Context: an optimization exercise on an open-source flow, tuned for small area, a short achievable clock period and few clock cycles. The choices shown serve that exercise and are no tape-out recipe.
RTL that was checked went through simulation tests only; none was proved equivalent to the original.
For runs 6 and 7, only the layout was checked, not whether the RTL still works.
Power figures rest on the tool's default switching activity, not on a simulated workload.

==> flow/design.v <==
`timescale 1ns / 1ps
package sexp_pkg;
   localparam logic [5:0] MAX_DEPTH = 6'd32;
   localparam logic [7:0] CH_TAB    = 8'h09;
   localparam logic [7:0] CH_LF     = 8'h0A;
   localparam logic [7:0] CH_CR     = 8'h0D;
   localparam logic [7:0] CH_SPACE  = 8'h20;
   localparam logic [7:0] CH_QUOTE  = 8'h22;
   localparam logic [7:0] CH_SEMI   = 8'h3B;
   localparam logic [7:0] CH_BSLASH = 8'h5C;
   localparam logic [7:0] CH_LPAREN = 8'h28;
   localparam logic [7:0] CH_RPAREN = 8'h29;
   localparam logic [7:0] CH_LBRACK = 8'h5B;
   localparam logic [7:0] CH_RBRACK = 8'h5D;
   localparam logic [7:0] CH_LBRACE = 8'h7B;
   localparam logic [7:0] CH_RBRACE = 8'h7D;
   localparam logic [7:0] CH_ZERO   = 8'h30;
   localparam logic [7:0] CH_LOWER_N = 8'h6E;
   localparam logic [7:0] CH_LOWER_R = 8'h72;
   localparam logic [7:0] CH_LOWER_T = 8'h74;
   localparam logic [3:0] RADIX     = 4'd10;
   localparam logic [1:0] ERR_STRAY  = 2'd0;
   localparam logic [1:0] ERR_ESCAPE = 2'd1;
   localparam logic [1:0] ERR_DEEP   = 2'd2;
   localparam logic [1:0] ERR_NONE   = 2'd0;
   typedef enum logic [2:0] {
      TK_LBEGIN = 3'd0,
      TK_LEND   = 3'd1,
      TK_ABYTE  = 3'd2,
      TK_AEND   = 3'd3,
      TK_IEND   = 3'd4,
      TK_SBYTE  = 3'd5,
      TK_SEND   = 3'd6,
      TK_ERROR  = 3'd7
   } token_type;
   typedef enum logic [2:0] {
      PH_START   = 3'd0,
      PH_LIST    = 3'd1,
      PH_ATOM    = 3'd2,
      PH_STRING  = 3'd3,
      PH_ESCAPE  = 3'd4,
      PH_COMMENT = 3'd5,
      PH_DONE    = 3'd6
   } phase_type;
   typedef struct packed {
      logic        s0_vld;
      token_type   s0_tok;
      logic [63:0] s0_val;
      logic [5:0]  s0_lvl;
      logic        s1_vld;
      token_type   s1_tok;
      logic [7:0]  s1_chr;
      logic [1:0]  s1_err;
      logic [5:0]  s1_lvl;
      logic [5:0]  unw;
   } bundle_type;
   function automatic logic is_ws(input logic [7:0] c);
      is_ws = (c == CH_TAB) || (c == CH_LF) || (c == CH_SPACE);
   endfunction
   function automatic logic is_digit(input logic [7:0] c);
      is_digit = (c >= 8'h30) && (c <= 8'h39);
   endfunction
   function automatic logic is_atom(input logic [7:0] c);
      logic r;
      r = is_digit(c) || ((c >= 8'h61) && (c <= 8'h7A)) || ((c >= 8'h41) && (c <= 8'h5A));
      unique case (c)
         8'h5F, 8'h24, 8'h23, 8'h3F, 8'h2E, 8'h40, 8'h2B, 8'h2D, 8'h21, 8'h7E,
         8'h2A, 8'h2F, 8'h25, 8'h3C, 8'h3E, 8'h26, 8'h5E, 8'h7C, 8'h3D: r = 1'b1;
         default: ;
      endcase
      is_atom = r;
   endfunction
   function automatic logic is_open(input logic [7:0] c);
      is_open = (c == CH_LPAREN) || (c == CH_LBRACK) || (c == CH_LBRACE);
   endfunction
   function automatic logic is_close(input logic [7:0] c);
      is_close = (c == CH_RPAREN) || (c == CH_RBRACK) || (c == CH_RBRACE);
   endfunction
endpackage
`timescale 1ns / 1ps
`timescale 1ns / 1ps
`timescale 1ns / 1ps
`timescale 1ns / 1ps
module s_expression_tokenizer (
   input  logic        clock,
   input  logic        reset,
   input  logic        req_valid,
   output logic        req_ready,
   input  logic        req_kind,
   input  logic [7:0]  req_byte_req,
   output logic        rsp_valid,
   input  logic        rsp_ready,
   output logic [2:0]  rsp_token,
   output logic [7:0]  rsp_char_out,
   output logic [63:0] rsp_int_value,
   output logic [1:0]  rsp_error_code,
   output logic [5:0]  rsp_level,
   output logic        rsp_last
);
   sexp_pkg::phase_type phase_ff, phase_in;
   logic [5:0]  depth_ff, depth_in;
   logic        digits_ff, digits_in;
   logic        sat_ff, sat_in;
   logic [63:0] accum_ff, accum_in;
   logic        in_vld_ff;
   logic        in_kind_ff;
   logic [7:0]  in_chr_ff;
   logic        valid_ff;
   sexp_pkg::token_type tok_ff, tok_in;
   logic [7:0]  chr_ff, chr_in;
   logic [1:0]  err_ff, err_in;
   logic        last_ff, last_in;
   logic        out_free;
   logic        step;
   logic        emit;
   logic        consume;
   logic        k;
   logic [7:0]  c;
   logic        quiet;
   sexp_pkg::phase_type quiet_ph;
   logic [7:0]  esc_chr;
   logic        esc_ok;
   logic [67:0] prod;
   logic        ovf;
   assign k        = in_kind_ff;
   assign c        = in_chr_ff;
   assign out_free = !valid_ff || rsp_ready;
   assign step     = in_vld_ff && out_free;
   assign quiet    = !k && (sexp_pkg::is_ws(c) || (c == sexp_pkg::CH_SEMI) ||
                            (c == sexp_pkg::CH_QUOTE));
   assign quiet_ph = sexp_pkg::is_ws(c) ? sexp_pkg::PH_LIST :
                     (c == sexp_pkg::CH_SEMI) ? sexp_pkg::PH_COMMENT : sexp_pkg::PH_STRING;
   always_comb begin
      esc_ok  = 1'b1;
      esc_chr = c;
      unique case (c)
         sexp_pkg::CH_BSLASH:  esc_chr = sexp_pkg::CH_BSLASH;
         sexp_pkg::CH_QUOTE:   esc_chr = sexp_pkg::CH_QUOTE;
         sexp_pkg::CH_LOWER_N: esc_chr = sexp_pkg::CH_LF;
         sexp_pkg::CH_LOWER_R: esc_chr = sexp_pkg::CH_CR;
         sexp_pkg::CH_LOWER_T: esc_chr = sexp_pkg::CH_TAB;
         default:              esc_ok  = 1'b0;
      endcase
   end
   assign prod = ({4'd0, accum_ff} << 3) + ({4'd0, accum_ff} << 1) + {64'd0, c[3:0]};
   assign ovf  = (accum_ff > 64'h1999_9999_9999_9999) ||
                 ((accum_ff == 64'h1999_9999_9999_9999) && (c[3:0] > 4'd5));
   always_comb begin
      phase_in = phase_ff;
      depth_in = depth_ff;
      emit     = 1'b0;
      consume  = 1'b1;
      tok_in   = sexp_pkg::TK_LEND;
      chr_in   = 8'd0;
      err_in   = sexp_pkg::ERR_NONE;
      last_in  = 1'b1;
      unique case (phase_ff)
         sexp_pkg::PH_START: begin
            emit     = 1'b1;
            tok_in   = sexp_pkg::TK_LBEGIN;
            depth_in = 6'd1;
            if (quiet) begin
               phase_in = quiet_ph;
            end else begin
               phase_in = sexp_pkg::PH_LIST;
               consume  = 1'b0;
               last_in  = 1'b0;
            end
         end
         sexp_pkg::PH_ATOM: begin
            if (!k && sexp_pkg::is_atom(c)) begin
               emit   = 1'b1;
               tok_in = sexp_pkg::TK_ABYTE;
               chr_in = c;
            end else begin
               emit   = 1'b1;
               tok_in = digits_ff ? sexp_pkg::TK_IEND : sexp_pkg::TK_AEND;
               if (quiet) begin
                  phase_in = quiet_ph;
               end else begin
                  phase_in = sexp_pkg::PH_LIST;
                  consume  = 1'b0;
                  last_in  = 1'b0;
               end
            end
         end
         sexp_pkg::PH_STRING, sexp_pkg::PH_ESCAPE: begin
            if (k) begin
               emit     = 1'b1;
               tok_in   = sexp_pkg::TK_SEND;
               phase_in = sexp_pkg::PH_LIST;
               consume  = 1'b0;
               last_in  = 1'b0;
            end else if (phase_ff == sexp_pkg::PH_ESCAPE) begin
               emit     = 1'b1;
               phase_in = sexp_pkg::PH_STRING;
               if (esc_ok) begin
                  tok_in = sexp_pkg::TK_SBYTE;
                  chr_in = esc_chr;
               end else begin
                  tok_in = sexp_pkg::TK_ERROR;
                  chr_in = c;
                  err_in = sexp_pkg::ERR_ESCAPE;
               end
            end else if (c == sexp_pkg::CH_QUOTE) begin
               emit     = 1'b1;
               tok_in   = sexp_pkg::TK_SEND;
               phase_in = sexp_pkg::PH_LIST;
            end else if (c == sexp_pkg::CH_BSLASH) begin
               phase_in = sexp_pkg::PH_ESCAPE;
            end else begin
               emit   = 1'b1;
               tok_in = sexp_pkg::TK_SBYTE;
               chr_in = c;
            end
         end
         sexp_pkg::PH_LIST, sexp_pkg::PH_COMMENT: begin
            if (k) begin
               emit     = 1'b1;
               tok_in   = sexp_pkg::TK_LEND;
               depth_in = 6'(depth_ff - 6'd1);
               phase_in = sexp_pkg::PH_LIST;
               if (depth_ff == 6'd1) begin
                  phase_in = sexp_pkg::PH_DONE;
               end else begin
                  consume = 1'b0;
                  last_in = 1'b0;
               end
            end else if (phase_ff == sexp_pkg::PH_COMMENT) begin
               if (c == sexp_pkg::CH_LF) phase_in = sexp_pkg::PH_LIST;
            end else if (quiet) begin
               phase_in = quiet_ph;
            end else if (sexp_pkg::is_open(c)) begin
               emit = 1'b1;
               if (depth_ff[5]) begin
                  tok_in = sexp_pkg::TK_ERROR;
                  chr_in = c;
                  err_in = sexp_pkg::ERR_DEEP;
               end else begin
                  tok_in   = sexp_pkg::TK_LBEGIN;
                  depth_in = 6'(depth_ff + 6'd1);
               end
            end else if (sexp_pkg::is_close(c)) begin
               emit     = 1'b1;
               tok_in   = sexp_pkg::TK_LEND;
               depth_in = 6'(depth_ff - 6'd1);
               if (depth_ff == 6'd1) phase_in = sexp_pkg::PH_DONE;
            end else if (sexp_pkg::is_atom(c)) begin
               emit     = 1'b1;
               tok_in   = sexp_pkg::TK_ABYTE;
               chr_in   = c;
               phase_in = sexp_pkg::PH_ATOM;
            end else begin
               emit   = 1'b1;
               tok_in = sexp_pkg::TK_ERROR;
               chr_in = c;
               err_in = sexp_pkg::ERR_STRAY;
            end
         end
         default: ;   
      endcase
   end
   always_comb begin
      accum_in  = accum_ff;
      sat_in    = sat_ff;
      digits_in = digits_ff;
      if (phase_ff != sexp_pkg::PH_ATOM) begin
         accum_in  = {60'd0, c[3:0]};
         sat_in    = 1'b0;
         digits_in = sexp_pkg::is_digit(c);
      end else if (!k && sexp_pkg::is_digit(c)) begin
         accum_in  = prod[63:0];
         sat_in    = sat_ff || ovf;
      end else begin
         digits_in = 1'b0;
      end
   end
   assign req_ready = !in_vld_ff || (out_free && consume);
   always_ff @(posedge clock) begin
      if (reset) begin
         phase_ff  <= sexp_pkg::PH_START;
         in_vld_ff <= 1'b0;
         valid_ff  <= 1'b0;
      end else begin
         if (step) phase_ff <= phase_in;
         if (req_ready) in_vld_ff <= req_valid;
         if (out_free) valid_ff <= step && emit;
      end
   end
   always_ff @(posedge clock) begin
      if (req_ready) begin
         in_kind_ff <= req_kind;
         in_chr_ff  <= req_byte_req;
      end
      if (step) begin
         depth_ff  <= depth_in;
         accum_ff  <= accum_in;
         sat_ff    <= sat_in;
         digits_ff <= digits_in;
         tok_ff    <= tok_in;
         chr_ff    <= chr_in;
         err_ff    <= err_in;
         last_ff   <= last_in;
      end
   end
   assign rsp_valid      = valid_ff;
   assign rsp_token      = 3'(tok_ff);
   assign rsp_char_out   = chr_ff;
   assign rsp_int_value  = (accum_ff | {64{sat_ff}}) & {64{tok_ff == sexp_pkg::TK_IEND}};
   assign rsp_error_code = err_ff;
   assign rsp_level      = depth_ff;
   assign rsp_last       = last_ff;
endmodule
==> flow/run.sh <==
#!/bin/bash
# synth_recipe.tcl (not shown) runs the flow's synth.tcl, then flattens the netlist and writes it again
# the make line also repeats each setting of config.mk as NAME=value (left out here)
make -C /OpenROAD-flow-scripts/flow DESIGN_CONFIG=/design/flow/config.mk WORK_HOME=/design/flow/orfs CLKGATE_MAP_FILE= SYNTH_SCRIPT=/design/flow/synth_recipe.tcl finish
==> flow/config.mk <==
export PLATFORM = sky130hd
export DESIGN_NAME = s_expression_tokenizer
export DESIGN_NICKNAME = s_expression_tokenizer
export VERILOG_FILES = /design/flow/design.v
export SDC_FILE = /design/flow/constraint.sdc
export NUM_CORES = 4
export LEC_CHECK = 0
export CAP_MARGIN = 20
export CORE_MARGIN = 2
export CORE_UTILIZATION = 40
export SETUP_SLACK_MARGIN = 1.5
export SLEW_MARGIN = 20
==> flow/constraint.sdc <==
create_clock -name core_clock -period 5.0 [get_ports {clock}]
set_input_delay 1.0000 -clock core_clock [delete_from_list [all_inputs] [get_ports {clock}]]
set_output_delay 1.0000 -clock core_clock [all_outputs]
set_load 0.01 [all_outputs]
==> results.cfg, run 1 <==
[run_status]
status = timing/DRC/antenna clean

[global_route]
grt_pass1_vias = 9748
grtUsageMet2 = 0.373
grt_use_met1 = 0.337
top_usage_layer = met2
grt_overflow = 0
grt_pass1_wl_um = 51500
track_usage = 0.239
grt_max_degree = 66
antenna_found_initial = 0
met3_usage = 0.0414

[timing]
fin_crit_sh = 0.689
fin_worst_skew_ns = 0.0104
fmax_mhz = 290
setup_viol = 0
fin_crit_ns = 3.44
hold_viol = 0
finalSetupTns_ns = 0
slew_headroom = 0.359
rsz0062_at_grt = yes
tightest_slew_ns = 0.962
finalMaxSlewViolations = 0

[power]
p_sw_frac = 0.396
p_seq_frac = 0.349
leakage_nw = 4.89
intPower_w = 0.00188
clock_power_share = 0.240
vdd_drop_max_v = 0.000145
p_per_area_nw_per_um2 = 247
combPwrFrac = 0.411
switching_power_w = 0.00123

[floorplanning]
die_y_um = 165
num_io_pins = 99
coreArea_sq_um = 25300
initial_core_util = 0.409
row_count = 58
fp.dieArea_sq_um = 27200
die_x_um = 165

[yosys]
ys_types = 85
ys_top_cells_by_area = edfxtp_1 (28%), ha_1 (15%), o21a_1 (5.7%)
ys.flop_type = edfxtp_1
seq_area_frac_synth = 0.286
netlist.top_cell.by_area = edfxtp_1
synth_nets = 1361
synth_area_sq_um = 10300
synth_edf_count = 95
syn_area_per_cell_sq_um = 8.47
ys_warn_count = 1
postSynth.asyncResetShare = 0
ys_seq_elements = 100
synth_cells = 1221
netlist.area_leader.share = 0.276

[clock_tree]
clkSlewWorstSetupHoldPaths_ns = 0.09
clock-sinks = 100
clock_path_buffers = 2
tritoncts = built
cts_hold_buffers = 0
cts-buffers-inserted = 9
clock-root-buffer = clkbuf_16
htree_levels = 3
clk_latency_ns = 0.36

[setup_path]
startpoint_type = flip-flop
worstPathMaxFanout = 6
worstRegToRegCells = 10
r2r-end = accum_ff[51]
critPathArrivalTime_ns = 2.44
rrSetupSlack_ns = 1.58
rr_startpoint = accum_ff[13]
required_ns = 4.00
crit_type = flip-flop to output port
crit_path_end_kind = output port

[cells_and_area]
final_cell_area_sq_um = 12600
area_growth_pct = 21.7
fin_util = 0.498
fillers = 2422
n_antenna_cell = 0
drive_gt1_frac = 0.117
num-nets-final = 1461

[route]
drt_wl_total_um = 31900
drtPass1Iterations = 7
remaining_drc_errors = 0
via_count = 9924
wire_per_inst_um = 19.3
ant_nets = 0
drt_iter0_markers = 828
vias_per_cell = 5.99

[min_path]
min-delay-start = in_vld_ff
hold_path_end = valid_ff
hp-class = flip-flop to flip-flop
whs_path_depth = 2

[placed_design]
placed_area_sq_um = 11500
post-dp-hpwl_um = 23000
gp_routability_congestion = 0.880
port_buffers = 98

[flow_run]
cap_violations = 0
==> layer usage <==
metal | wire length (um) | vias up
met1 | 15400 | 4735
li1 | - | 4855
met4 | 706 | 0
met3 | 1650 | 37
met5 | 0 | -
met2 | 14200 | 297
==> cells in the mapped netlist (16+ instances only) <==
| library cell | count |
|---|---|
| inv_1 | 27 |
| ha_1 | 125 |
| a21oi_1 | 98 |
| nand2_1 | 99 |
| nor3_1 | 53 |
| xor2_1 | 19 |
| clkbuf_1 | 51 |
| nand4_1 | 30 |
| nand3_1 | 29 |
| o21a_1 | 78 |
| edfxtp_1 | 95 |
| o21bai_1 | 16 |
| nor2_1 | 122 |
| o21ai_0 | 72 |
| xnor2_1 | 19 |
| a21o_1 | 34 |
| a211oi_1 | 21 |
==> worst max-delay path, stage by stage (launching register included) <==
cell and delay (ns):
edfxtp_1 0.44, buf_4 0.17, nor2b_2 0.19, nand4_1 0.13, o211ai_1 0.12, or3_4 0.37
a211oi_4 0.19, o21ai_2 0.11, a21bo_4 0.25, clkbuf_2 0.12
==> per-stage QoR <==
step | instances | hold slack, ns | setup WS [ns] | total power (W)
CTS | 1633 | 0.548 | 1.44 | 0.00304
finish | 1656 | 0.554 | 1.56 | 0.00310
detailed placement | 1588 | 0.524 | 0.929 | 0.00224
global route | 1656 | 0.590 | 1.41 | 0.00329
floorplan | 1221 | 0.492 | 1.54 | 0.00190
global placement | 1588 | 0.528 | 1.02 | 0.00224
==> power groups by stage <==
stage               Combinational, W  Clock [W]  Sequential (W)
floorplan                   0.000830          0         0.00107
CTS                          0.00120   0.000758         0.00108
finish                       0.00128   0.000745         0.00108
detailed placement           0.00113          0         0.00111
global route                 0.00141   0.000788         0.00109
global placement             0.00112          0         0.00111
==> worst max path at each step <==
stage,start,to
floorplan,phase_ff[2],accum_ff[0]
global placement,in_chr_ff[5],req_ready
detailed placement,in_chr_ff[5],req_ready
CTS,in_chr_ff[5],req_ready
global route,in_chr_ff[3],req_ready
finish,in_chr_ff[3],req_ready
==> area by class of cell <==
class,count,area [sq um],area share
multi-input cells,1024,7370,0.586
flip-flops and latches,100,2950,0.235
repair buffers,158,1450,0.115
well taps,330,413,0.0328
clock buffers,9,225,0.0179
inverters,28,105,0.00835
clock inverters,7,66.3,0.00527
==> sequential cells by signal, summed over array words and instances, names as in the netlist, 2 cells and up <==
| register | count |
|---|---|
| accum_ff | 64 |
| chr_ff | 8 |
| in_chr_ff | 8 |
| depth_ff | 6 |
| phase_ff | 3 |
| tok_ff | 3 |
| err_ff | 2 |
==> repair_timing <==
| action | CTS | global route |
|---|---|---|
| gates resized for setup | 38 | 44 |
| pin swaps | 13 | 17 |
| buffers inserted | 29 | 23 |
| endpoints found under the setup margin | 66 | 35 |
| hold endpoints to repair | 0 | 0 |
==> logic make-up after synthesis <==
kind of cell / share of synthesized area
AO/OA/AOI/OAI: 0.276
XOR/XNOR: 0.0322
buffers and inverters: 0.0379
multiplexers: 0.00605
adder cells (fa/ha/maj): 0.155
AND/OR/NAND/NOR: 0.207
flip-flops: 0.286
==> placed cells by master (no fill, tap or decap), drive strengths merged, types with 7 or more instances in the layout <==
| master | Yosys | final |
|---|---|---|
| ha | 125 | 125 |
| nor2 | 122 | 122 |
| nand2 | 100 | 100 |
| a21oi | 99 | 99 |
| clkdlybuf4s50 | 0 | 97 |
| edfxtp | 95 | 95 |
| o21a | 78 | 78 |
| o21ai | 77 | 77 |
| buf | 17 | 60 |
| nor3 | 53 | 53 |
| a21o | 34 | 34 |
| inv | 27 | 32 |
| nand4 | 30 | 30 |
| nand3 | 30 | 30 |
| a211oi | 21 | 21 |
| xor2 | 19 | 19 |
| xnor2 | 19 | 19 |
| o21bai | 16 | 16 |
| and3 | 16 | 16 |
| nor2b | 15 | 15 |
| nor3b | 13 | 13 |
| nor4 | 13 | 13 |
| and2 | 10 | 10 |
| clkbuf | 52 | 10 |
| a31oi | 9 | 9 |
| or3 | 8 | 8 |
| a2111oi | 8 | 8 |
| o211ai | 7 | 7 |
Testbench counts, summed over its fixed seeds: cycles 20,739.
==> run 2, diff against run 1 <==
--- a/flow/config.mk
+++ b/flow/config.mk
@@ -6,4 +6,5 @@
 export NUM_CORES = 4
 export LEC_CHECK = 0
+export ABC_CLOCK_PERIOD_IN_PS = 3000
 export CAP_MARGIN = 20
 export CORE_MARGIN = 2
==> results.cfg, run 2 <==
[run_status]
status = timing/DRC/antenna clean

[setup_path]
required_ns = 4.00
path_buf_inv = 2
crit_type = flip-flop to output port
critPathArrivalTime_ns = 2.44
cpLargestDelayFamily = simple AND/OR/NAND/NOR gates
crit_path_max_incr_delay_ns = 0.44
crit_path_end_kind = output port
startpoint_type = flip-flop
cp_cell_sequence = buf_4 > nor2b_2 > nand4_1 > o211ai_1 > or3_4 > a211oi_4 > o21ai_2 > a21bo_4 > clkbuf_2
slowest_stage = edfxtp_1
worstPathMaxFanout = 6

[cells_and_area]
fin_util = 0.498
layout_common_cells = nor2_1 (120), ha_1 (116), nand2_1 (99)
num-nets-final = 1461
multiInputGateArea_sq_um = 7370
final_cells = 1656
n_antenna_cell = 0
largest_reg_flops = 64
ff_latch_area_sq_um = 2950
largestRegisters = accum_ff (64), chr_ff (8), in_chr_ff (8)
fillers = 2422
area_growth_pct = 21.7
drive_gt1_frac = 0.117
final_common_cell = nor2_1
largest_register = accum_ff

[global_route]
track_usage = 0.239
antenna_found_initial = 0
grt_pass1_wl_um = 51500
grt_overflow = 0
grt_pass1_vias = 9748
grt_max_degree = 66

[power]
combPwrFrac = 0.411
p_seq_frac = 0.349
leakage_nw = 4.89
p_sw_frac = 0.396
clock_power_share = 0.240
vdd_drop_max_v = 0.000145
switching_power_w = 0.00123
intPower_w = 0.00188
p_per_area_nw_per_um2 = 247

[timing]
fin_worst_skew_ns = 0.0104
setup_viol = 0
hold_viol = 0
fin_crit_ns = 3.44
tightest_slew_ns = 0.962
rsz0062_at_grt = yes
finalMaxSlewViolations = 0
fin_crit_sh = 0.689
slew_headroom = 0.359
fmax_mhz = 290
finalSetupTns_ns = 0
setup_slack_ns = 1.56

[yosys]
synth_most_common_cell = ha_1
netlist_top_cells_count = ha_1 (125), nor2_1 (122), nand2_1 (99)
netlist.top_cell.by_area = edfxtp_1
ys_seq_elements = 100
synth_edf_count = 95
ys_types = 85
ys.flop_type = edfxtp_1
synth_nets = 1361
synth_cells = 1221
postSynth.asyncResetShare = 0
syn_area_per_cell_sq_um = 8.47
synth_area_sq_um = 10300
netlist.area_leader.share = 0.276
ys_warn_count = 1
ys_top_cells_by_area = edfxtp_1 (28%), ha_1 (15%), o21a_1 (5.7%)
seq_area_frac_synth = 0.286

[clock_tree]
cts-buffers-inserted = 9
clock_path_buffers = 2
htree_levels = 3
clkSlewWorstSetupHoldPaths_ns = 0.09
cts_hold_buffers = 0
clock-sinks = 100
clock-root-buffer = clkbuf_16
tritoncts = built
clk_latency_ns = 0.36

[route]
drtPass1Iterations = 7
vias_per_cell = 5.99
wire_per_inst_um = 19.3
drt_iter0_markers = 828
ant_nets = 0
remaining_drc_errors = 0
drt_wl_total_um = 31900
via_count = 9924

[flow_run]
cap_violations = 0

[placed_design]
port_buffers = 98
dp_slack_ns = 0.929
post-dp-hpwl_um = 23000
placed_cells = 1588
gp_routability_congestion = 0.880

[min_path]
hp-class = flip-flop to flip-flop

[floorplanning]
die_x_um = 165
fp.dieArea_sq_um = 27200
num_io_pins = 99
initial_core_util = 0.409
die_y_um = 165
row_count = 58
coreArea_sq_um = 25300
run 2: cell counts after synthesis:
No cell type changed its count.
run 2: metal layers:
layer / wire length, um / share of wire / track usage / vias to the layer above
li1: - / - / - / 4855
met1: 15400 / 0.48 / 0.337 / 4735
met2: 14200 / 0.44 / 0.373 / 297
met3: 1650 / 0.052 / 0.0414 / 37
met4: 706 / 0.022 / 0.0727 / 0
met5: 0 / 0 / 0 / -
run 2: repair_timing:
| action | in CTS | in global routing |
|---|---|---|
| gates cloned | 0 | 0 |
| setup buffers | 29 | 23 |
| endpoints found under the setup margin | 66 | 35 |
| gates resized for setup | 38 | 44 |
| pin swaps | 13 | 17 |
run 2: area by class of cell:
class,instances,area share
clock buffer,9,0.0179
tap,330,0.0328
sequential,100,0.235
multi-input combinational,1024,0.586
inverter,28,0.00835
timing repair buffer,158,0.115
clock inverter,7,0.00527
run 2: cell families (layout without fill, tap and decap cells):
group | count (synthesis) | in the layout | synth area share
mux | 6 | 6 | 0.00605
buf+inv | 97 | 202 | 0.0379
flops | 100 | 100 | 0.286
compound gates | 417 | 417 | 0.276
fa+ha+maj | 127 | 127 | 0.155
simple gates | 436 | 436 | 0.207
xor+xnor | 38 | 38 | 0.0322
run 2: worst min-delay path, stage by stage (launching register included):
cell	delay [ns]
dfxtp_1	0.34
a21oi_1	0.13
nor2_1	0.05
run 2: power groups by stage:
stage | Clock [W] | Combinational (W) | Sequential, W
3_5_place_dp | 0 | 0.00113 | 0.00111
2_1_floorplan | 0 | 0.000830 | 0.00107
3_3_place_gp | 0 | 0.00112 | 0.00111
5_1_grt | 0.000788 | 0.00141 | 0.00109
6_report | 0.000745 | 0.00128 | 0.00108
4_1_cts | 0.000758 | 0.00120 | 0.00108
run 2: worst paths after layout:
path                            cells past startpoint          from  slack, ns            to
worst min register to register                      2     in_vld_ff       0.55      valid_ff
worst min-delay path                                2     in_vld_ff       0.55      valid_ff
worst max register to register                     10  accum_ff[13]       1.58  accum_ff[51]
worst max-delay path                                9  in_chr_ff[3]       1.56     req_ready
run 2: per-stage QoR:
stage	area [sq um]	total power [W]	hold WS, ns
floorplan	10300	0.00190	0.492
global route	12600	0.00329	0.590
finish	12600	0.00310	0.554
global placement	11500	0.00224	0.528
detailed placement	11500	0.00224	0.524
CTS	12200	0.00304	0.548
==> run 3, diff against run 2 <==
--- a/flow/config.mk
+++ b/flow/config.mk
@@ -6,8 +6,7 @@
 export NUM_CORES = 4
 export LEC_CHECK = 0
-export ABC_CLOCK_PERIOD_IN_PS = 3000
 export CAP_MARGIN = 20
 export CORE_MARGIN = 2
 export CORE_UTILIZATION = 40
-export SETUP_SLACK_MARGIN = 1.5
+export SETUP_SLACK_MARGIN = 2.0
 export SLEW_MARGIN = 20
==> results.cfg, run 3 <==
[timing]
hold_viol = 0
tightest_slew_ns = 0.912
rsz0062_at_grt = yes
worst_hold_slack_ns = 0.541
finalMaxSlewViolations = 0
fin_crit_sh = 0.727
fin_crit_ns = 3.64
fmax_mhz = 275
fin_worst_skew_ns = 0.0115
finalSetupTns_ns = 0
slew_headroom = 0.392
setup_viol = 0

[power]
finalPower_w = 0.00330
leakage_nw = 5.60
p_per_area_nw_per_um2 = 241
vdd_drop_max_v = 0.000164

[floorplanning]
num_io_pins = 99
coreArea_sq_um = 25300
fp.dieArea_sq_um = 27200
die_x_um = 165
initial_core_util = 0.409
row_count = 58
die_y_um = 165

[cells_and_area]
largest_register = accum_ff
area_growth_pct = 32.5
largestRegisters = accum_ff (64), chr_ff (8), in_chr_ff (8)
layout_common_cells = ha_1 (117), nor2_1 (115), nand2_1 (98)
fillers = 2342
n_antenna_cell = 0
num-nets-final = 1521
multiInputGateArea_sq_um = 7870
final_common_cell = ha_1
ff_latch_area_sq_um = 2960
final_cells = 1716
drive_gt1_frac = 0.216
largest_reg_flops = 64

[setup_path]
crit_type = flip-flop to flip-flop
cp_cell_sequence = buf_6 > buf_6 > buf_6 > fa_2 > buf_6 > fa_2 > a211oi_2 > o21ba_4 > a211oi_4 > o21ai_4 > o221ai_4 > nand3_2 > a2111oi_2 > or3_1
critPathArrivalTime_ns = 3.75
crit_path_end_kind = flip-flop
crit_path_max_incr_delay_ns = 0.47
startpoint_type = flip-flop
timing.critical_path.mode_cell = buf_6
worstRegToRegCells = 14
worstPathMaxFanout = 3
required_ns = 5.12
slowest_stage = fa_2

[placed_design]
port_buffers = 98
post-dp-hpwl_um = 22700
gp_routability_congestion = 0.882
placed_cells = 1586

[flow_run]
cap_violations = 0

[min_path]
hp-class = flip-flop to flip-flop
whs_path_depth = 2

[yosys]
postSynth.asyncResetShare = 0
syn_area_per_cell_sq_um = 8.47
seq_area_frac_synth = 0.286
ys_seq_elements = 100
netlist.top_cell.by_area = edfxtp_1
ys_types = 85
ys.flop_type = edfxtp_1
synth_area_sq_um = 10300
synth_nets = 1361
netlist.area_leader.share = 0.276
ys_warn_count = 1
synth_edf_count = 95
synth_cells = 1221
netlist_top_cells_count = ha_1 (125), nor2_1 (122), nand2_1 (99)
synth_most_common_cell = ha_1
ys_top_cells_by_area = edfxtp_1 (28%), ha_1 (15%), o21a_1 (5.7%)

[route]
wire_per_inst_um = 20.0
remaining_drc_errors = 0
drtPass1Iterations = 5
drt_wl_total_um = 34400
drt_iter0_markers = 868
via_count = 10321
ant_nets = 0
vias_per_cell = 6.01

[global_route]
track_usage = 0.250
grt_pass1_wl_um = 53300
grt_overflow = 0
grt_max_degree = 66
antenna_found_initial = 0
grt_pass1_vias = 9809

[clock_tree]
cts_hold_buffers = 0
htree_levels = 3
clock_path_buffers = 2
clk_latency_ns = 0.37
clock-root-buffer = clkbuf_16
clkSlewWorstSetupHoldPaths_ns = 0.08
cts-buffers-inserted = 9
clock-sinks = 100
tritoncts = built

[run_status]
status = timing/DRC/antenna clean
-- run 3: cell counts after synthesis --
No cell type changed its count.
-- run 3: what timing repair did --
action	4_1_cts	5_1_grt
buffers inserted	73	36
endpoints found under the setup margin	114	86
endpoints found under the hold margin	0	0
gates resized for setup	171	134
pin swaps	53	70
cloned	5	0
-- run 3: final timing paths --
kind,slack (ns),from,to
worst max-delay path,1.36,in_chr_ff[3],accum_ff[56]
worst min-delay path,0.54,in_vld_ff,in_vld_ff
worst max register to register,1.36,in_chr_ff[3],accum_ff[56]
worst min register to register,0.54,in_vld_ff,in_vld_ff
-- run 3: worst max-delay path, delay by kind of cell (launching register included) --
kind                       cells  cell delay, ns
AOI/OAI and AO/OA              6            1.06
adders and majority gates      2            0.82
buffers and inverters          4            0.51
DFF                            1            0.43
and+or+nand+nor                2            0.57
-- run 3: layer usage --
metal	up-vias	wire length [um]	GRT usage
met5	-	0	0
met4	0	656	0.0628
met3	56	1740	0.0244
met2	350	16000	0.416
met1	4940	16000	0.350
li1	4975	-	-
-- run 3: cells by family after synthesis --
logic type / count (synthesis) / synth area share
AOI/OAI and AO/OA: 417 / 0.276
DFF: 100 / 0.286
muxes: 6 / 0.00605
buffers and inverters: 97 / 0.0379
and+or+nand+nor: 436 / 0.207
adders and majority gates: 127 / 0.155
xor gates and xnor gates: 38 / 0.0322
-- run 3: layout make-up --
class | instances | area share
multi-input combinational | 1024 | 0.575
sequential | 100 | 0.216
timing repair buffer | 218 | 0.150
tap | 330 | 0.0301
clock buffer | 11 | 0.0185
inverter | 28 | 0.00822
clock inverter | 5 | 0.00310
-- run 3: per-stage QoR --
step | instance area (sq um) | util | worst slack (ns)
after floorplan | 10400 | - | 1.95
after global placement | 11600 | 0.459 | 0.961
after detailed placement | 11600 | 0.459 | 0.885
after global routing | 13700 | 0.543 | 1.26
final | 13700 | 0.543 | 1.36
after CTS | 13000 | 0.515 | 1.39
-- run 3: report_power, final --
part / switching, W / internal (W) / total [W]
clock: 0.000366 / 0.000374 / 0.000740
sequential: 0.0000876 / 0.000992 / 0.00108
combinational: 0.000842 / 0.000642 / 0.00148
==> run 4, diff against run 3 <==
--- a/flow/config.mk
+++ b/flow/config.mk
@@ -9,4 +9,4 @@
 export CORE_MARGIN = 2
 export CORE_UTILIZATION = 40
-export SETUP_SLACK_MARGIN = 2.0
+export SETUP_SLACK_MARGIN = 2.5
 export SLEW_MARGIN = 20
==> results.cfg, run 4 <==
[run_status]
status = timing/DRC/antenna clean

[placed_design]
placed_cells = 1587
placed_area_sq_um = 11700
port_buffers = 98
gp_routability_congestion = 0.906
post-dp-hpwl_um = 23000

[floorplanning]
coreArea_sq_um = 25300
fp.dieArea_sq_um = 27200
initial_core_util = 0.409
die_y_um = 165
row_count = 58
die_x_um = 165
num_io_pins = 99

[setup_path]
worstRegToRegCells = 9
rr_startpoint = accum_ff[16]
r2r-end = accum_ff[56]
worstPathMaxFanout = 6
rrSetupSlack_ns = 1.57
cp_cell_sequence = buf_6 > buf_6 > nor2b_4 > nand4_1 > o211ai_1 > or3_4 > a211oi_2 > o21ai_2 > a21bo_4 > buf_2
crit_path_end_kind = output port
startpoint_type = flip-flop
crit_type = flip-flop to output port
timing.critical_path.mode_cell = buf_6
slowest_stage = edfxtp_1
crit_start = in_chr_ff[2]
path_buf_inv = 3
cpLargestDelayFamily = compound AO/OA/AOI/OAI gates
crit_path_max_incr_delay_ns = 0.46
cp_num_cells = 10
endpoint = req_ready
required_ns = 4.00
critPathArrivalTime_ns = 2.45

[cells_and_area]
largest_reg_flops = 64
layout_common_cells = nor2_1 (112), buf_4 (106), ha_1 (101)
num-nets-final = 1616
largest_register = accum_ff
fillers = 2135
area_growth_pct = 46.2
fin_util = 0.599
ff_latch_area_sq_um = 2960
final_cells = 1811
final_cell_area_sq_um = 15100
drive_gt1_frac = 0.348
n_antenna_cell = 0
multiInputGateArea_sq_um = 8400
largestRegisters = accum_ff (64), chr_ff (8), in_chr_ff (8)
final_common_cell = nor2_1

[timing]
fin_crit_sh = 0.690
slew_headroom = 0.417
hold_viol = 0
rsz0062_at_grt = yes
finalSetupTns_ns = 0
tightest_slew_ns = 0.875
setup_viol = 0
fin_crit_ns = 3.45
fin_worst_skew_ns = 0.0115
finalMaxSlewViolations = 0
fmax_mhz = 290

[global_route]
track_usage = 0.263
antenna_found_initial = 0
grt_overflow = 0
grt_pass1_wl_um = 55700
grt_pass1_vias = 10237
grt_max_degree = 66

[clock_tree]
cts-buffers-inserted = 9
clk_latency_ns = 0.37
htree_levels = 3
clock-root-buffer = clkbuf_16
clkSlewWorstSetupHoldPaths_ns = 0.08
clock-sinks = 100
clock_path_buffers = 2
tritoncts = built
cts_hold_buffers = 0

[route]
drt_wl_total_um = 37800
wire_per_inst_um = 20.8
drt_iter0_markers = 907
remaining_drc_errors = 0
vias_per_cell = 6.13
ant_nets = 0
via_count = 11098
drtPass1Iterations = 6

[yosys]
synthAdderAreaFrac = 0.155
syn_area_per_cell_sq_um = 8.47
ys.flop_type = edfxtp_1
ys_top_cells_by_area = edfxtp_1 (28%), ha_1 (15%), o21a_1 (5.7%)
netlist.top_cell.by_area = edfxtp_1
netlist_top_cells_count = ha_1 (125), nor2_1 (122), nand2_1 (99)
synth_cells = 1221
muxShareOfSynthArea = 0.00605
synth_most_common_cell = ha_1
synth_area_sq_um = 10300
ys_types = 85
synth_nets = 1361
postSynth.asyncResetShare = 0
synth_top_family_by_area = compound AO/OA/AOI/OAI gates
netlist.area_leader.share = 0.276
ys_warn_count = 1
ys_seq_elements = 100
yosys.area_share.simple = 0.207
synth_xor_xnor_area_share = 0.0322
synth-compound-area-share = 0.276
seq_area_frac_synth = 0.286
synth_edf_count = 95

[power]
p_per_area_nw_per_um2 = 232
leakage_nw = 6.17
vdd_drop_max_v = 0.000174

[min_path]
hp-class = flip-flop to flip-flop

[flow_run]
cap_violations = 0
run 4: cell counts after synthesis:
Identical to the previous run, type by type.
run 4: metal layers:
metal / part of all wire / wire length, um / vias to the layer above / track usage
met3: 0.061 / 2280 / 81 / 0.0377
met5: 0 / 0 / - / 0
li1: - / - / 5173 / -
met1: 0.44 / 16600 / 5408 / 0.355
met4: 0.031 / 1170 / 0 / 0.0984
met2: 0.47 / 17700 / 436 / 0.429
run 4: area by class of cell:
cell class	count	area share
inverters	28	0.00728
repair buffers	312	0.195
clock inverters	7	0.00389
multi-input cells	1025	0.556
well taps	330	0.0273
flip-flops and latches	100	0.196
clock buffers	9	0.0149
run 4: what timing repair did:
action	in CTS	in global routing
gates resized for setup	442	177
pin swaps	63	75
setup endpoints to repair	221	191
cloned	8	0
buffers inserted	131	69
run 4: worst min-delay path: cells and delay by family (launching register included):
kind	cells	cell delay, ns
AND/OR/NAND/NOR	1	0.11
flip-flops	1	0.35
AO/OA/AOI/OAI	1	0.06
run 4: logic make-up (layout without fill, tap and decap cells):
logic type,after synthesis,in the layout
muxes,6,6
buffers and inverters,97,356
adders and majority gates,127,127
xor gates and xnor gates,38,38
AOI/OAI and AO/OA,417,417
and+or+nand+nor,436,437
DFF,100,100
run 4: where the power goes:
group | total (W) | internal, W | switching (W)
Clock | 0.000727 | 0.000346 | 0.000380
Sequential | 0.00108 | 0.000991 | 0.0000852
Combinational | 0.00171 | 0.000776 | 0.000936
Total | 0.00352 | 0.00211 | 0.00140
run 4: worst min-delay path by stage:
| stage | slack [ns] | startpoint | cells after the start | endpoint |
|---|---|---|---|---|
| finish | 0.55 | in_vld_ff | 2 | in_vld_ff |
| global route | 0.57 | in_vld_ff | 2 | in_vld_ff |
| CTS | 0.55 | in_vld_ff | 2 | in_vld_ff |
| detailed placement | 0.52 | in_vld_ff | 2 | in_vld_ff |
| global placement | 0.53 | in_vld_ff | 2 | in_vld_ff |
| floorplan | 0.49 | in_vld_ff | 2 | valid_ff |
run 4: metrics by stage:
step | hold WS (ns) | setup slack [ns] | total power, W
finish | 0.553 | 1.55 | 0.00352
global route | 0.568 | 1.46 | 0.00368
CTS | 0.553 | 1.59 | 0.00327
detailed placement | 0.522 | 1.13 | 0.00227
global placement | 0.525 | 1.20 | 0.00228
floorplan | 0.492 | 1.96 | 0.00194
==> run 5, diff against run 4 <==
--- a/flow/config.mk
+++ b/flow/config.mk
@@ -9,4 +9,3 @@
 export CORE_MARGIN = 2
 export CORE_UTILIZATION = 40
-export SETUP_SLACK_MARGIN = 2.5
 export SLEW_MARGIN = 20
==> results.cfg, run 5 <==
[run_status]
status = timing/DRC/antenna clean

[cells_and_area]
largest_register = accum_ff
largest_reg_flops = 64
fillers = 2468
final_common_cell = ha_1
num-nets-final = 1407
drive_gt1_frac = 0.0401
area_growth_pct = 14.2
final_cell_area_sq_um = 11800
n_antenna_cell = 0
largestRegisters = accum_ff (64), chr_ff (8), in_chr_ff (8)
layout_common_cells = ha_1 (125), nor2_1 (121), nand2_1 (99)

[clock_tree]
clock-sinks = 100
clock_path_buffers = 2
cts_hold_buffers = 0
clk_latency_ns = 0.37
tritoncts = built
clock-root-buffer = clkbuf_16
cts-buffers-inserted = 9
clkSlewWorstSetupHoldPaths_ns = 0.09
cts_resized = 0
post_cts_buffers = 0
htree_levels = 3

[timing]
finalSetupTns_ns = 0
setup_viol = 0
finalMaxSlewViolations = 0
fin_crit_sh = 0.924
tightest_slew_ns = 0.949
worst_hold_slack_ns = 0.544
fin_worst_skew_ns = 0.0171
slew_headroom = 0.368
fin_crit_ns = 4.62
hold_viol = 0
fmax_mhz = 217
rsz0062_at_grt = no

[yosys]
synth_area_sq_um = 10300
synth_edf_count = 95
synth_top_family_by_area = compound AO/OA/AOI/OAI gates
synth-compound-area-share = 0.276
synth_most_common_cell = ha_1
seq_area_frac_synth = 0.286
synthAdderAreaFrac = 0.155
ys_types = 85
synth_nets = 1361
synth_xor_xnor_area_share = 0.0322
ys_warn_count = 1
netlist.area_leader.share = 0.276
muxShareOfSynthArea = 0.00605
ys.flop_type = edfxtp_1
synth_cells = 1221
yosys.area_share.simple = 0.207
netlist_top_cells_count = ha_1 (125), nor2_1 (122), nand2_1 (99)
ys_seq_elements = 100
ys_top_cells_by_area = edfxtp_1 (28%), ha_1 (15%), o21a_1 (5.7%)
syn_area_per_cell_sq_um = 8.47
postSynth.asyncResetShare = 0
netlist.top_cell.by_area = edfxtp_1

[global_route]
met3_usage = 0.0339
grt_use_met1 = 0.327
grt_overflow = 0
grt_pass1_wl_um = 49300
antenna_found_initial = 0
grt_max_degree = 66
grtUsageMet2 = 0.356
grt_pass1_vias = 9114
top_usage_layer = met2
track_usage = 0.229

[setup_path]
cp_num_cells = 7
startpoint_type = flip-flop
required_ns = 4.00
cp_cell_sequence = nor4b_1 > and3_1 > or3_1 > a211oi_1 > o21ai_0 > a21bo_2 > clkdlybuf4s50_1
crit_type = flip-flop to output port
crit_path_max_incr_delay_ns = 0.67
slowest_stage = edfxtp_1
cpLargestDelayFamily = simple AND/OR/NAND/NOR gates
worstRegToRegCells = 10
path_buf_inv = 1
critPathArrivalTime_ns = 3.62
crit_path_end_kind = output port
worstPathMaxFanout = 16

[floorplanning]
initial_core_util = 0.409
coreArea_sq_um = 25300
fp.dieArea_sq_um = 27200
die_y_um = 165
row_count = 58
die_x_um = 165
num_io_pins = 99

[route]
via_count = 9672
drtPass1Iterations = 5
ant_nets = 0
drt_wl_total_um = 30500
remaining_drc_errors = 0
vias_per_cell = 6.04
wire_per_inst_um = 19.0
drt_iter0_markers = 748

[min_path]
whs_path_depth = 2
hp-class = flip-flop to flip-flop

[power]
leakage_nw = 4.56
p_per_area_nw_per_um2 = 253
finalPower_w = 0.00299
vdd_drop_max_v = 0.000156

[flow_run]
cap_violations = 0

[placed_design]
post-dp-hpwl_um = 22500
port_buffers = 98
gp_routability_congestion = 0.878
placed_area_sq_um = 11500
## run 5: cell counts after synthesis
No cell type changed its count.
## run 5: kinds of logic after synthesis
group | count (synthesis)
flip-flops | 100
adder cells (fa/ha/maj) | 127
buffers and inverters | 97
XOR/XNOR | 38
AND/OR/NAND/NOR | 436
multiplexers | 6
AO/OA/AOI/OAI | 417
## run 5: metal layers
metal	vias to the layer above	share of wire
met5	-	0
met4	0	0.024
met3	35	0.053
met2	312	0.44
met1	4575	0.49
li1	4750	-
## run 5: power by group
part	internal [W]	leakage [nW]	switching [W]
registers	0.000992	0.969	0.000104
logic	0.000456	3.44	0.000681
clock network	0.000359	0.148	0.000399
## run 5: path summary, 6_finish.rpt
kind         slack, ns           end    startpoint
max reg2reg       0.89  accum_ff[63]  in_chr_ff[3]
max               0.38     req_ready  in_chr_ff[5]
min reg2reg       0.54     in_vld_ff     in_vld_ff
min               0.54     in_vld_ff     in_vld_ff
## run 5: per-stage QoR
stage	cells	util	setup WS [ns]
3_5_place_dp	1586	0.456	0.856
6_report	1602	0.468	0.382
2_1_floorplan	1221	-	0.453
4_1_cts	1602	0.468	0.413
3_3_place_gp	1586	0.456	0.946
5_1_grt	1602	0.468	0.146
## run 5: layout make-up
| class | count | area (sq um) | area share |
|---|---|---|---|
| Tap cell | 330 | 413 | 0.0350 |
| Multi-Input combinational cell | 1024 | 7010 | 0.594 |
| Clock inverter | 7 | 71.3 | 0.00604 |
| Clock buffer | 9 | 225 | 0.0191 |
| Inverter | 28 | 105 | 0.00890 |
| Timing Repair Buffer | 104 | 1030 | 0.0869 |
| Sequential cell | 100 | 2950 | 0.250 |
## run 5: worst min-delay path, delay by kind of cell, from the launching register on
family / cells / cell delay, ns
flip-flops: 1 / 0.34
AND/OR/NAND/NOR: 1 / 0.11
AO/OA/AOI/OAI: 1 / 0.05
==> run 6, diff against run 5 <==
--- a/flow/design.v
+++ b/flow/design.v
@@ -80,4 +80,51 @@
 `timescale 1ns / 1ps
 `timescale 1ns / 1ps
+module sexp_mul10 (
+   input  logic [63:0] a,
+   input  logic [3:0]  d,
+   output logic [63:0] sum,
+   output logic        ovf
+);
+   localparam int N = 61;   
+   logic [63:0] x, y;
+   logic [4:0]  lo;
+   logic [63:4] p0, g0;
+   logic [N-1:0] gg [0:11];
+   logic [N-1:0] pp [0:11];
+   assign x  = {a[62:0], 1'b0};
+   assign y  = {a[60:0], 3'b000};
+   assign lo = 5'(x[3:0] + y[3:0] + d);
+   assign p0 = x[63:4] ^ y[63:4];
+   assign g0 = x[63:4] & y[63:4];
+   assign gg[0] = {g0, lo[4]};
+   assign pp[0] = {p0, 1'b0};
+   genvar l, i;
+   generate
+      for (l = 0; l < 6; l = l + 1) begin : g_up
+         for (i = 0; i < N; i = i + 1) begin : g_bit
+            if (((i + 1) % (2 << l)) == 0) begin : g_node
+               assign gg[l+1][i] = gg[l][i] | (pp[l][i] & gg[l][i-(1<<l)]);
+               assign pp[l+1][i] = pp[l][i] & pp[l][i-(1<<l)];
+            end else begin : g_pass
+               assign gg[l+1][i] = gg[l][i];
+               assign pp[l+1][i] = pp[l][i];
+            end
+         end
+      end
+      for (l = 5; l >= 1; l = l - 1) begin : g_dn
+         for (i = 0; i < N; i = i + 1) begin : g_bit
+            if ((((i + 1) % (1 << l)) == (1 << (l - 1))) && (i >= (1 << l))) begin : g_node
+               assign gg[12-l][i] = gg[11-l][i] | (pp[11-l][i] & gg[11-l][i-(1<<(l-1))]);
+               assign pp[12-l][i] = pp[11-l][i] & pp[11-l][i-(1<<(l-1))];
+            end else begin : g_pass
+               assign gg[12-l][i] = gg[11-l][i];
+               assign pp[12-l][i] = pp[11-l][i];
+            end
+         end
+      end
+   endgenerate
+   assign sum = {p0 ^ gg[11][N-2:0], lo[3:0]};
+   assign ovf = a[63] | a[62] | a[61] | gg[11][N-1];
+endmodule
 `timescale 1ns / 1ps
 `timescale 1ns / 1ps
@@ -121,5 +168,5 @@
    logic [7:0]  esc_chr;
    logic        esc_ok;
-   logic [67:0] prod;
+   logic [63:0] prod;
    logic        ovf;
    assign k        = in_kind_ff;
@@ -143,7 +190,10 @@
       endcase
    end
-   assign prod = ({4'd0, accum_ff} << 3) + ({4'd0, accum_ff} << 1) + {64'd0, c[3:0]};
-   assign ovf  = (accum_ff > 64'h1999_9999_9999_9999) ||
-                 ((accum_ff == 64'h1999_9999_9999_9999) && (c[3:0] > 4'd5));
+   sexp_mul10 u_mul10 (
+      .a   (accum_ff),
+      .d   (c[3:0]),
+      .sum (prod),
+      .ovf (ovf)
+   );
    always_comb begin
       phase_in = phase_ff;
--- a/flow/config.mk
+++ b/flow/config.mk
@@ -9,3 +9,4 @@
 export CORE_MARGIN = 2
 export CORE_UTILIZATION = 40
+export SETUP_SLACK_MARGIN = 2.0
 export SLEW_MARGIN = 20
==> results.cfg, run 6 <==
[run_status]
status = timing/DRC/antenna clean

[cells_and_area]
final_common_cell = edfxtp_1
ff_latch_area_sq_um = 2950
layout_common_cells = edfxtp_1 (95), nor2_1 (68), o21a_1 (68)
area_growth_pct = 27.9
largestRegisters = accum_ff (64), chr_ff (8), in_chr_ff (8)
num-nets-final = 1018
multiInputGateArea_sq_um = 5120
drive_gt1_frac = 0.165
fillers = 1799
n_antenna_cell = 0
largest_register = accum_ff
largest_reg_flops = 64

[power]
intPower_w = 0.00177
leakage_nw = 4.33
p_per_area_nw_per_um2 = 262
clock_power_share = 0.261
vdd_drop_max_v = 0.000161
p_sw_frac = 0.337
switching_power_w = 0.000901
p_seq_frac = 0.409
combPwrFrac = 0.330

[setup_path]
worstPathMaxFanout = 4
critPathArrivalTime_ns = 4.50
required_ns = 5.12
startpoint_type = flip-flop
crit_path_end_kind = flip-flop
crit_type = flip-flop to flip-flop

[floorplanning]
row_count = 51
fp.dieArea_sq_um = 21100
coreArea_sq_um = 19500
initial_core_util = 0.409
die_x_um = 145
num_io_pins = 99
die_y_um = 145

[route]
wire_per_inst_um = 18.8
remaining_drc_errors = 0
via_count = 6741
vias_per_cell = 5.72
top_layer = met4
wl_met1_um = 9600
routed-wl-met3_um = 1230
ant_nets = 0
drt_wl_total_um = 22100
drtPass1Iterations = 5
dr_wl_met2_um = 10700
drt_iter0_markers = 392

[yosys]
netlist.area_leader.share = 0.357
ys_types = 67
synth_nets = 899
syn_area_per_cell_sq_um = 10.1
ys.flop_type = edfxtp_1
synth_area_sq_um = 7990
synth_cells = 789
netlist_top_cells_count = edfxtp_1 (95), nor2_1 (70), o21a_1 (68)
yosys.area_share.simple = 0.171
synth_xor_xnor_area_share = 0.0384
ys_top_cells_by_area = edfxtp_1 (36%), ha_1 (10%), fa_1 (8.3%)
ys_seq_elements = 100
synth_edf_count = 95
synth_top_family_by_area = compound AO/OA/AOI/OAI gates
synth_most_common_cell = edfxtp_1
muxShareOfSynthArea = 0.00501
netlist.top_cell.by_area = edfxtp_1
postSynth.asyncResetShare = 0
seq_area_frac_synth = 0.370
ys_warn_count = 4
synth-compound-area-share = 0.200
synthAdderAreaFrac = 0.183

[clock_tree]
clock_path_buffers = 2
cts-buffers-inserted = 9
tritoncts = built
htree_levels = 3
cts_hold_buffers = 0
clk_latency_ns = 0.35
clock-sinks = 100
clock-root-buffer = clkbuf_16
clkSlewWorstSetupHoldPaths_ns = 0.08

[placed_design]
post-dp-hpwl_um = 14600
port_buffers = 98
gp_routability_congestion = 0.917

[min_path]
hp-class = flip-flop to flip-flop

[timing]
rsz0062_at_grt = yes
fmax_mhz = 228
fin_crit_ns = 4.39
finalMaxSlewViolations = 0
tightest_slew_ns = 0.895
hold_viol = 0
finalSetupTns_ns = 0
slew_headroom = 0.403
worst_hold_slack_ns = 0.551
fin_crit_sh = 0.877
setup_viol = 0
fin_worst_skew_ns = 0.0161

[global_route]
grt_pass1_wl_um = 35300
track_usage = 0.206
grt_overflow = 0
grt_max_degree = 66
grt_pass1_vias = 6711
antenna_found_initial = 0

[flow_run]
cap_violations = 0
[run 6: changes by cell type after synthesis, sizes merged, moves of 18 or more]
cell,before,now
ha,125,64
nand2,100,50
fa,2,33
nor3,53,15
and3,16,34
nor2,122,71
nand4,30,4
o21ai,77,37
a21oi,99,41
[run 6: area by class of cell]
| type | instances | area share |
|---|---|---|
| well taps | 265 | 0.0324 |
| multi-input cells | 626 | 0.501 |
| clock inverters | 6 | 0.00539 |
| flip-flops and latches | 100 | 0.289 |
| inverters | 19 | 0.00734 |
| repair buffers | 152 | 0.143 |
| clock buffers | 10 | 0.0224 |
[run 6: worst paths after layout]
check	startpoint	cells after the start	slack, ns	endpoint
setup reg to reg	accum_ff[2]	13	0.61	accum_ff[41]
setup / recovery	accum_ff[2]	13	0.61	accum_ff[41]
hold / removal	in_vld_ff	2	0.55	valid_ff
hold reg to reg	in_vld_ff	2	0.55	valid_ff
[run 6: what timing repair did]
item / in CTS / in global routing
pin swaps: 21 / 9
gates cloned: 3 / 0
setup endpoints to repair: 139 / 87
gates resized for setup: 88 / 30
buffers inserted: 25 / 15
[run 6: stage by stage]
stage                     power (W)   util  instances  setup WS, ns  cell area (sq um)
final                       0.00267  0.523       1178         0.614              10200
after global routing        0.00282  0.523       1178         0.482              10200
after CTS                   0.00264  0.510       1163         0.568               9970
after detailed placement    0.00188  0.477       1119         0.374               9320
after global placement      0.00185  0.477       1119         0.554               9320
after floorplan             0.00162      -        789         0.778               8100
[run 6: power by group through the flow]
stage                     clock network, W  registers, W  logic [W]
final                             0.000698       0.00109   0.000882
after detailed placement                 0       0.00112   0.000762
after CTS                         0.000715       0.00109   0.000835
after global placement                   0       0.00112   0.000737
after floorplan                          0       0.00108   0.000540
after global routing              0.000742       0.00111   0.000974
[run 6: logic make-up (layout without fill, tap and decap cells)]
| family | count (synthesis) | after routing |
|---|---|---|
| adder cells (fa/ha/maj) | 97 | 97 |
| multiplexers | 4 | 4 |
| buffers and inverters | 63 | 187 |
| flip-flops | 100 | 100 |
| XOR/XNOR | 35 | 35 |
| AND/OR/NAND/NOR | 261 | 261 |
| AO/OA/AOI/OAI | 229 | 229 |
[run 6: metal layers]
metal,up-vias,global-route usage
met5,-,0
met4,0,0.0681
li1,3170,-
met3,47,0.0302
met1,3273,0.276
met2,251,0.344
[run 6: worst max-delay path, cell delays in order (launching register included)]
cell      delay (ns)
edfxtp_1        0.48
fa_1            0.51
fa_2            0.36
xor2_1          0.19
fa_2            0.41
a211oi_2        0.22
o211ai_1        0.14
nor3b_2         0.19
o311a_1         0.39
a21o_4          0.28
nor4b_4         0.28
o41ai_2         0.13
fa_2            0.41
and3_1          0.17
==> run 7, diff against run 6 <==
--- a/flow/config.mk
+++ b/flow/config.mk
@@ -9,4 +9,4 @@
 export CORE_MARGIN = 2
 export CORE_UTILIZATION = 40
-export SETUP_SLACK_MARGIN = 2.0
+export SETUP_SLACK_MARGIN = 2.5
 export SLEW_MARGIN = 20
==> results.cfg, run 7 <==
[cells_and_area]
fillers = 1703
largest_register = accum_ff
num-nets-final = 1077
area_growth_pct = 37.6
layout_common_cells = edfxtp_1 (95), o21a_1 (67), nor2_1 (66)
final_common_cell = edfxtp_1
drive_gt1_frac = 0.306
largestRegisters = accum_ff (64), chr_ff (8), in_chr_ff (8)
final_cells = 1237
n_antenna_cell = 0
largest_reg_flops = 64

[setup_path]
startpoint_type = flip-flop
crit_path_end_kind = flip-flop
timing.critical_path.mode_cell = fa_2
crit_type = flip-flop to flip-flop
rrSetupSlack_ns = 0.68
critPathArrivalTime_ns = 4.43
r2r-end = accum_ff[23]
cp_cell_sequence = buf_4 > ha_1 > ha_2 > fa_2 > xor2_1 > fa_2 > a211oi_2 > o211ai_1 > buf_4 > nor4b_1 > or3_1 > a21o_1 > a31oi_4 > inv_1 > fa_2 > and3_1
path_buf_inv = 3
required_ns = 5.11
crit_path_max_incr_delay_ns = 0.42
worstRegToRegCells = 16
slowest_stage = fa_2
worstPathMaxFanout = 3
cpLargestDelayFamily = adder cells
rr_startpoint = in_chr_ff[1]

[yosys]
synth_cells = 789
postSynth.asyncResetShare = 0
seq_area_frac_synth = 0.370
netlist.area_leader.share = 0.357
ys_seq_elements = 100
synth_nets = 899
netlist_top_cells_count = edfxtp_1 (95), nor2_1 (70), o21a_1 (68)
synth_area_sq_um = 7990
synth_edf_count = 95
ys.flop_type = edfxtp_1
ys_warn_count = 4
netlist.top_cell.by_area = edfxtp_1
syn_area_per_cell_sq_um = 10.1
ys_types = 67
synth_most_common_cell = edfxtp_1
ys_top_cells_by_area = edfxtp_1 (36%), ha_1 (10%), fa_1 (8.3%)

[floorplanning]
die_x_um = 145
num_io_pins = 99
fp.dieArea_sq_um = 21100
coreArea_sq_um = 19500
initial_core_util = 0.409
die_y_um = 145
row_count = 51

[timing]
hold_viol = 0
finalSetupTns_ns = 0
rsz0062_at_grt = yes
setup_viol = 0
finalMaxSlewViolations = 0
fmax_mhz = 231
fin_crit_ns = 4.32
worst_hold_slack_ns = 0.562
setup_slack_ns = 0.677
fin_worst_skew_ns = 0.0130
tightest_slew_ns = 0.745
fin_crit_sh = 0.865
slew_headroom = 0.498

[clock_tree]
clock-root-buffer = clkbuf_16
clock_path_buffers = 2
clk_latency_ns = 0.36
tritoncts = built
clock-sinks = 100
clkSlewWorstSetupHoldPaths_ns = 0.07
cts-buffers-inserted = 9
htree_levels = 3

[min_path]
min-delay-start = valid_ff
hp-class = flip-flop to flip-flop
hold_path_end = valid_ff
whs_path_depth = 2

[placed_design]
gp_routability_congestion = 0.938
post-dp-hpwl_um = 14500
port_buffers = 98
placed_cells = 1118
dp_slack_ns = 0.464

[global_route]
grt_max_degree = 52
grt_pass1_wl_um = 37500
grt_overflow = 0
track_usage = 0.220
grt_pass1_vias = 6960
antenna_found_initial = 0

[route]
drtPass1Iterations = 6
remaining_drc_errors = 0
ant_nets = 0
drt_iter0_markers = 597
via_count = 7100
wire_per_inst_um = 19.4
drt_wl_total_um = 24000
vias_per_cell = 5.74

[flow_run]
cap_violations = 0

[power]
vdd_drop_max_v = 0.000207
leakage_nw = 4.52
p_per_area_nw_per_um2 = 266

[run_status]
status = timing/DRC/antenna clean
[run 7: cell counts after synthesis]
No cell type changed its count.
[run 7: metrics by stage]
step           area [sq um]  power, W   util
2_1_floorplan          8130   0.00163      -
3_3_place_gp           9340   0.00186  0.478
3_5_place_dp           9340   0.00188  0.478
4_1_cts               10200   0.00278  0.520
5_1_grt               11000   0.00307  0.563
6_report              11000   0.00292  0.563
[run 7: worst max-delay path by stage]
stage	start	to	slack (ns)	cells after the start
after CTS	in_chr_ff[1]	accum_ff[41]	0.57	15
after floorplan	in_chr_ff[3]	accum_ff[41]	0.78	13
after detailed placement	accum_ff[1]	accum_ff[41]	0.46	14
final	in_chr_ff[1]	accum_ff[23]	0.68	16
after global routing	in_chr_ff[1]	accum_ff[26]	0.47	17
after global placement	accum_ff[1]	accum_ff[42]	0.56	15
[run 7: worst min-delay path: cells and delay by family, from the launching register on]
kind | cells | cell delay (ns)
and+or+nand+nor | 1 | 0.11
DFF | 1 | 0.34
AOI/OAI and AO/OA | 1 | 0.07
[run 7: kinds of logic (layout without fill, tap and decap cells)]
family	Yosys count	after routing	share of synthesized area
buf+inv	63	246	0.0327
xor+xnor	35	35	0.0384
mux	4	4	0.00501
simple gates	261	261	0.171
fa+ha+maj	97	97	0.183
flops	100	100	0.370
compound gates	229	229	0.200
[run 7: timing repair]
item	4_1_cts	5_1_grt
endpoints found under the setup margin	214	163
gates cloned	7	0
pin swaps	28	31
buffers inserted	48	48
resized for setup	307	95
hold endpoints to repair	0	0
hold buffers	0	0
[run 7: power by group]
part,total [W],switching (W),leakage (nW),internal [W]
logic,0.00103,0.000518,3.40,0.000517
clock network,0.000796,0.000339,0.156,0.000456
registers,0.00109,0.0000897,0.968,0.00100
total,0.00292,0.000947,4.52,0.00197
[run 7: cell type report]
cell class	instances	area (sq um)	share of cell area
Clock inverter	5	85.1	0.00774
Tap cell	265	332	0.0302
Inverter	19	75.1	0.00683
Clock buffer	11	243	0.0221
Timing Repair Buffer	211	2000	0.182
Multi-Input combinational cell	626	5300	0.483
Sequential cell	100	2950	0.269
[run 7: per-layer routing]
metal	GRT usage	up-vias	share of wire
met5	0	-	0
met4	0.0794	0	0.020
met3	0.0358	35	0.050
met2	0.368	261	0.50
met1	0.289	3508	0.43
li1	-	3296	-

==> port drivers added, routing unchanged <==
The flow's constraints put no driver on any port. The routed layouts listed below were extracted and timed again, unchanged, in two steps.
Step 1 sets driving cells, clkbuf_16 on the clock port and buf_2 on the other inputs (assumed; they add their load-dependent delay and slew).
Step 2 times the ports against the registers' clock, not the clock port: input delays grow and output delays shrink by t, the midpoint of the rising clock arrivals with the driver on.
Three values: ideal ports, drivers, drivers and shift; two values: the first two.
| run | t, ns | setup WS [ns] | worst setup path at the end | slew at the worst register clock pin (ns) | worst slew at a driven data input, ns |
|---|---|---|---|---|---|
| run 1 | 0.407 | 1.556 / 1.508 / 1.579 | register to register | 0.09 / 0.09 | 0.03 |
| run 2 | 0.407 | 1.556 / 1.508 / 1.579 | register to register | 0.09 / 0.09 | 0.03 |
| run 3 | 0.415 | 1.365 / 1.353 / 1.365 | register to register | 0.08 / 0.08 | 0.03 |
| run 4 | 0.417 | 1.549 / 1.498 / 1.567 | register to register | 0.08 / 0.08 | 0.04 |
| run 5 | 0.413 | 0.382 / 0.334 / 0.747 | register to output | 0.09 / 0.09 | 0.03 |
| run 6 | 0.389 | 0.614 / 0.614 / 0.614 | register to register | 0.08 / 0.08 | 0.03 |
| run 7 | 0.395 | 0.677 / 0.677 / 0.677 | register to register | 0.08 / 0.08 | 0.04 |
After both steps every run listed still meets setup and hold.
